Source: an optimization exercise on an open RTL-to-GDS flow (aim: small area, a short achievable clock period and few clock cycles). Production flows keep margins and buffers that such runs may drop. At most, simulation tests tie the RTL to the original design; equivalence was not proved. Power figures rest on the tool's default switching activity, not on a simulated workload.

## run 1
Design rope_sim_top, start of the top module:
module rope_sim_top (
    input  logic                            clk,
    input  logic                            reset,
    input  logic                            cmd_valid,
    input  logic                            cmd_op,
    input  logic signed [31:0]              cmd_x,
    input  logic signed [31:0]              cmd_y,
    output logic                            cmd_credit,
    output logic                            out_valid,
    output logic [$clog2(8)-1:0]  out_node,
    output logic signed [31:0]              out_x,
    output logic signed [31:0]              out_y,
    output logic                            out_last,
    input  logic                            out_credit
);
    localparam logic [31:0] REST   = 32'sh000A_0000;
    localparam logic [31:0] GRAV   = 32'sh0000_4CCC;
    localparam logic [31:0] BASE_X = 32'sh00C8_0000;
    localparam int          W      = 21;
    logic [2:0]  ph;         
    logic        fresh;      
    logic        act;        
    logic        pend;       
    logic [2:0]  nn;         
    logic        stp_r;      
    logic [2:0]  cc;         
    logic        p0, p1;     
    logic        q01;        
    logic        v_l;        
    logic        l0;         
    logic        l1;         
    logic        v_o;        
    logic        crd_o;      
    logic [2:0]  node_o;     
    logic        last_o;
    logic        issue;
    logic        done7;
    assign issue = (act || stp_r) && (ph == nn) && (cc != 3'd0);
    assign done7 = issue && (nn == 3'd7);
    logic       act_n, stp_n;
    logic [2:0] nn_n, cc_n;
    assign stp_n = cmd_valid && !cmd_op;
    assign nn_n  = issue ? nn + 3'd1 : nn;
    assign cc_n  = cc - {2'b00, issue} + {2'b00, out_credit};
    assign act_n = !act ? stp_r : (done7 ? (pend || stp_r) : 1'b1);
    always_ff @(posedge clk) begin
        if (reset) begin
            ph     <= 3'd6;
            fresh  <= 1'b1;
            act    <= 1'b0;
            pend   <= 1'b0;
            nn     <= '0;
            stp_r  <= 1'b0;
            cc     <= 3'(4);
            p0     <= 1'b0;
            p1     <= 1'b0;
            q01    <= 1'b0;
            v_l    <= 1'b0;
            l0     <= 1'b0;
            l1     <= 1'b0;
            v_o    <= 1'b0;
            crd_o  <= 1'b0;
            node_o <= '0;
  ...
Size in the first run: roughly 3800 cells after synthesis, ~930 flip-flops, roughly 140 I/O pins.
export LEC_CHECK = 0
export ABC_CLOCK_PERIOD_IN_PS = 4000
export CAP_MARGIN = 20
export CORE_MARGIN = 2
export CORE_UTILIZATION = 55
export CTS_CLUSTER_DIAMETER = 60
export CTS_CLUSTER_SIZE = 26
export SETUP_SLACK_MARGIN = 5
export SLEW_MARGIN = 20
create_clock -name core_clock -period 11.0 [get_ports {clk}]
standard.sh (not shown) runs the stock make flow with config.mk's settings and CLKGATE_MAP_FILE= SYNTH_SCRIPT=/design/flow/synth_recipe.tcl, a recipe that flattens the netlist after the stock synthesis.
==> flow/flow/run.sh <==
#!/bin/bash
set -euo pipefail
MARGIN=7
bash standard.sh synth > synth.log 2>&1
sed -e "s/SETUP_SLACK_MARGIN=[0-9.]*/SETUP_SLACK_MARGIN=${MARGIN} BUFFER_PORTS_ARGS='-buffer_cell sky130_fd_sc_hd__buf_2'/" standard.sh > layout.sh
bash layout.sh finish > layout.log 2>&1
Testbench counts of run 1, summed over its fixed seeds: cycles 12,976.
[inputs] run 2 vs run 1
- CORE_UTILIZATION changed from 55 to 65
- CTS_CLUSTER_DIAMETER changed from 60 to 90
Findings:
Comparing run 2 and run 1, the higher total buffers and inverters traversed by the critical path is on run 1.
| buffering overhead | lower: run 2 |
Where final area is concerned, run 1 is outperformed by run 2.
Routing usage on met1 was lower in run 1 than in run 2.
## Diff of input files: run 3 against run 2
- changing CORE_UTILIZATION from 65 to 55
- changing CTS_CLUSTER_SIZE from 26 to 22
--- outcome ---
Of run 3 and run 2, the higher initial core utilization belongs to run 2. The flow did not stop early for run 3: all stages ran, and the layout cleared the timing, design-rule and antenna checks. Run 2 -> run 3: maximum achievable frequency increased slightly. The sequential power share reported for run 3 is smaller than that of run 2 by 1.6 points. From run 2 to run 3 the numbers moved as follows: routed wire length fell by 3.1%; sequential share of layout area moved down; global-route usage lower; number of buffers and inverters on the critical path saw little to no change; worst endpoint data arrival time picked up an extra 70 ps. From run 2 to run 3 the numbers moved as follows: clock period minus worst slack went down, worst reg2reg path depth fell by 2.

========
run A:
rope_sim_top, a different RTL version from the one above (not shown whole).
For scale: ~3500 cells after synthesis, about 890 flip-flops, ~38000 sq um of cells after synthesis.
Settings: LEC_CHECK=0, ABC_CLOCK_PERIOD_IN_PS=4000, CAP_MARGIN=20, CORE_MARGIN=2, CORE_UTILIZATION=55, SETUP_SLACK_MARGIN=5, SLEW_MARGIN=20; clock period 11.0 ns.
==> flow/flow/run.sh <==
#!/bin/bash
set -euo pipefail
MARGIN=6
bash standard.sh synth > synth.log 2>&1
sed -e "s/SETUP_SLACK_MARGIN=[0-9.]*/SETUP_SLACK_MARGIN=${MARGIN}/" standard.sh > layout.sh
bash layout.sh finish > layout.log 2>&1
In summary, run A completed successfully, with a layout that passed the timing, design-rule and antenna checks.
Inputs modified between run A and run B:
==> flow/flow/run.sh <==
#!/bin/bash
set -euo pipefail
MARGIN=6.5
bash standard.sh synth > synth.log 2>&1
sed -e "s/SETUP_SLACK_MARGIN=[0-9.]*/SETUP_SLACK_MARGIN=${MARGIN}/" standard.sh > layout.sh
bash layout.sh finish > layout.log 2>&1
Findings:
Re fraction of area in registers: run B is 0.84 points down on run A.
Per the comparison of run B with run A, post-layout worst setup margin moved up, number of antenna violations at the first check in global routing saw a decrease, final design instance area without fill increased by about 2% relative to the old numbers, wire length of the first global-routing pass moved down.
Of run B and run A, run A shows the higher cell area power density, with run B below it.
Comparing run B and run A, count of clock-buffer cells in the layout is higher on run A.
The following lists how run C was set up differently from run B:
==> flow/flow/run.sh <==
#!/bin/bash
set -euo pipefail
MARGIN=6.5
bash standard.sh synth > synth.log 2>&1
sed -e "s/SETUP_SLACK_MARGIN=[0-9.]*/SETUP_SLACK_MARGIN=${MARGIN} BUFFER_PORTS_ARGS='-buffer_cell sky130_fd_sc_hd__buf_2'/" standard.sh > layout.sh
bash layout.sh finish > layout.log 2>&1
Results
- In summary, run C completed successfully, with a layout that passed the timing, design-rule and antenna checks.
- The critical-path cell with the highest stage delay comes out sky130_fd_sc_hd__fa_1 in one run and sky130_fd_sc_hd__or4_4 in the other, namely in run C and run B respectively.
- Of run C and run B, it is run C that has the lower count of plain and timing-repair buffers in the layout.
- Looking at last element of the critical path, the ray[6][13] result is from run C; the ray[6][8] one comes from run B.
- From run B to run C the numbers moved as follows: cell area after placement went down by 1.7%; relative contribution of the clock network to total power went up by 0.6 points.
- Summary of the comparison: utilization is lower in run C, relative to run B.
- The total design power of run C exceeds that of run B by 0.74%.
> inputs changed (run C -> run D)
# run C
export LEC_CHECK = 0
export ABC_CLOCK_PERIOD_IN_PS = 4000
export CAP_MARGIN = 20
export CORE_MARGIN = 2
export CORE_UTILIZATION = 55
export SETUP_SLACK_MARGIN = 5
export SLEW_MARGIN = 20
create_clock -name core_clock -period 11.0 [get_ports {clk}]
# run D
export LEC_CHECK = 0
export ABC_CLOCK_PERIOD_IN_PS = 4000
export CAP_MARGIN = 20
export CORE_MARGIN = 2
export CORE_UTILIZATION = 70
export SETUP_SLACK_MARGIN = 5
export SLEW_MARGIN = 20
create_clock -name core_clock -period 11.0 [get_ports {clk}]
Findings:
- Timing, DRC, antenna: 0 failures across run C and run D
- The higher number of global-route vias before repair of run C and run D is in run D.
- Buffer count excluding the clock tree in the final layout was lower in run D than in run C.
- Post-placement worst setup slack, run C and run D: larger value in run C
- Delta (run D minus run C): utilization after layout now larger, time the final worst path needs with I/O delays and setup now sits higher.
Modified inputs, run E compared to run D
# run D
export LEC_CHECK = 0
export ABC_CLOCK_PERIOD_IN_PS = 4000
export CAP_MARGIN = 20
export CORE_MARGIN = 2
export CORE_UTILIZATION = 70
export SETUP_SLACK_MARGIN = 5
export SLEW_MARGIN = 20
create_clock -name core_clock -period 11.0 [get_ports {clk}]
# run E
export LEC_CHECK = 0
export ABC_CLOCK_PERIOD_IN_PS = 4000
export CAP_MARGIN = 20
export CORE_MARGIN = 2
export CORE_UTILIZATION = 55
export SETUP_SLACK_MARGIN = 5
export SLEW_MARGIN = 20
create_clock -name core_clock -period 11.0 [get_ports {clk}]
==> flow/flow/run.sh <==
#!/bin/bash
set -euo pipefail
MARGIN=7
bash standard.sh synth > synth.log 2>&1
sed -e "s/SETUP_SLACK_MARGIN=[0-9.]*/SETUP_SLACK_MARGIN=${MARGIN}/" standard.sh > layout.sh
bash layout.sh finish > layout.log 2>&1
Findings:
Run E vs. run D: worst setup slack higher, placed cell area has increased, amount of wire on met3 after detailed routing went down about 23%.
Going from run D to run E, number of gates given a new drive strength after cts +320; internal cell power +330 uW; final instance area +about 12%; register area ~0 delta.
The highest layer used for signal routing comes out met5 in one run and met4 in the other, namely in run E and run D respectively.
Relative to run D, maximum frequency has increased by 14 MHz in run E.
Compared with run D, in run E count of clock-buffer cells in the layout went up about 2.6%, ratio of final minimum period to clock period now sits lower.
--- input diff run E..run F ---
==> flow/run.sh (new file) <==
#!/bin/bash
# synth_recipe.tcl (not shown) runs the flow's synth.tcl, then flattens the netlist and writes it again
# the make line also repeats each setting of config.mk as NAME=value (left out here)
make -C /OpenROAD-flow-scripts/flow DESIGN_CONFIG=/design/flow/config.mk WORK_HOME=/design/flow/orfs CLKGATE_MAP_FILE= SYNTH_SCRIPT=/design/flow/synth_recipe.tcl finish
removed: flow/flow/run.sh
removed: flow/standard.sh
==> comparison <==
Non-clock buffer count (lower): run F. For run E, the beginning of the critical path was fy[11], unlike run F, where it was ny[15]. The final cycle utilization of the critical path reported for run F is greater than that of run E by 12 points. In the flow results for run F and run E, the number of antenna violations at the first check in global routing is smaller on run F. Between run F and run E, the maximum operating frequency is higher for run E. Relative to run E, number of global-route vias before repair decreased by about 6.6% in run F. Run E → run F: clock skew increased by 0.0097 ns relative to the old numbers, required time at the endpoint of the critical path -0.16 ns, total power decreased by about 6% relative to the old numbers, clock latency on the worst-skew pair shows no meaningful change, combinational power share now smaller. Between run F and run E, it is run F whose met1 routed wirelength after detailed routing is lower, by 7.6%.
No functional check of the RTL was part of any run of this note.

[separate check: timing with driven ports]
The flow's constraints put no driver on any port. The routed layouts listed below were extracted and timed again, unchanged, in two steps. Step 1 sets driving cells, clkbuf_16 on the clock port and buf_2 on the other inputs (assumed; they add their load-dependent delay and slew). Step 2 adds t to the input delays and takes it off the output delays; t is the mean of the earliest and latest rising clock arrival at the registers after step 1. Input paths then give back, and output paths get back, about the clock's delay inside the block. a / b / c = ideal ports / drivers / drivers and shift; a / b = the first two.
run | t, ns | setup WS [ns] | clock arrival spread, ns
run 1 | 0.714 | 6.959 / 6.959 / 6.959 | 0.039 / 0.039
run 2 | 0.694 | 7.007 / 7.007 / 7.007 | 0.051 / 0.050
run 3 | 0.701 | 7.031 / 7.031 / 7.031 | 0.039 / 0.040
run A | 0.710 | 6.102 / 6.102 / 6.102 | 0.038 / 0.039
run B | 0.698 | 6.625 / 6.625 / 6.559 | 0.025 / 0.025
run C | 0.704 | 6.542 / 6.542 / 6.542 | 0.048 / 0.048
run D | 0.698 | 6.463 / 6.463 / 6.463 | 0.045 / 0.045
run E | 0.701 | 6.732 / 6.732 / 6.681 | 0.030 / 0.030
run F | 0.712 | 5.432 / 5.432 / 5.432 | 0.039 / 0.039
After both steps setup and hold are still met in every run listed. The setup slack of run B, which loses most, moves by 0.000 ns with the drivers and by -0.066 ns with both steps.
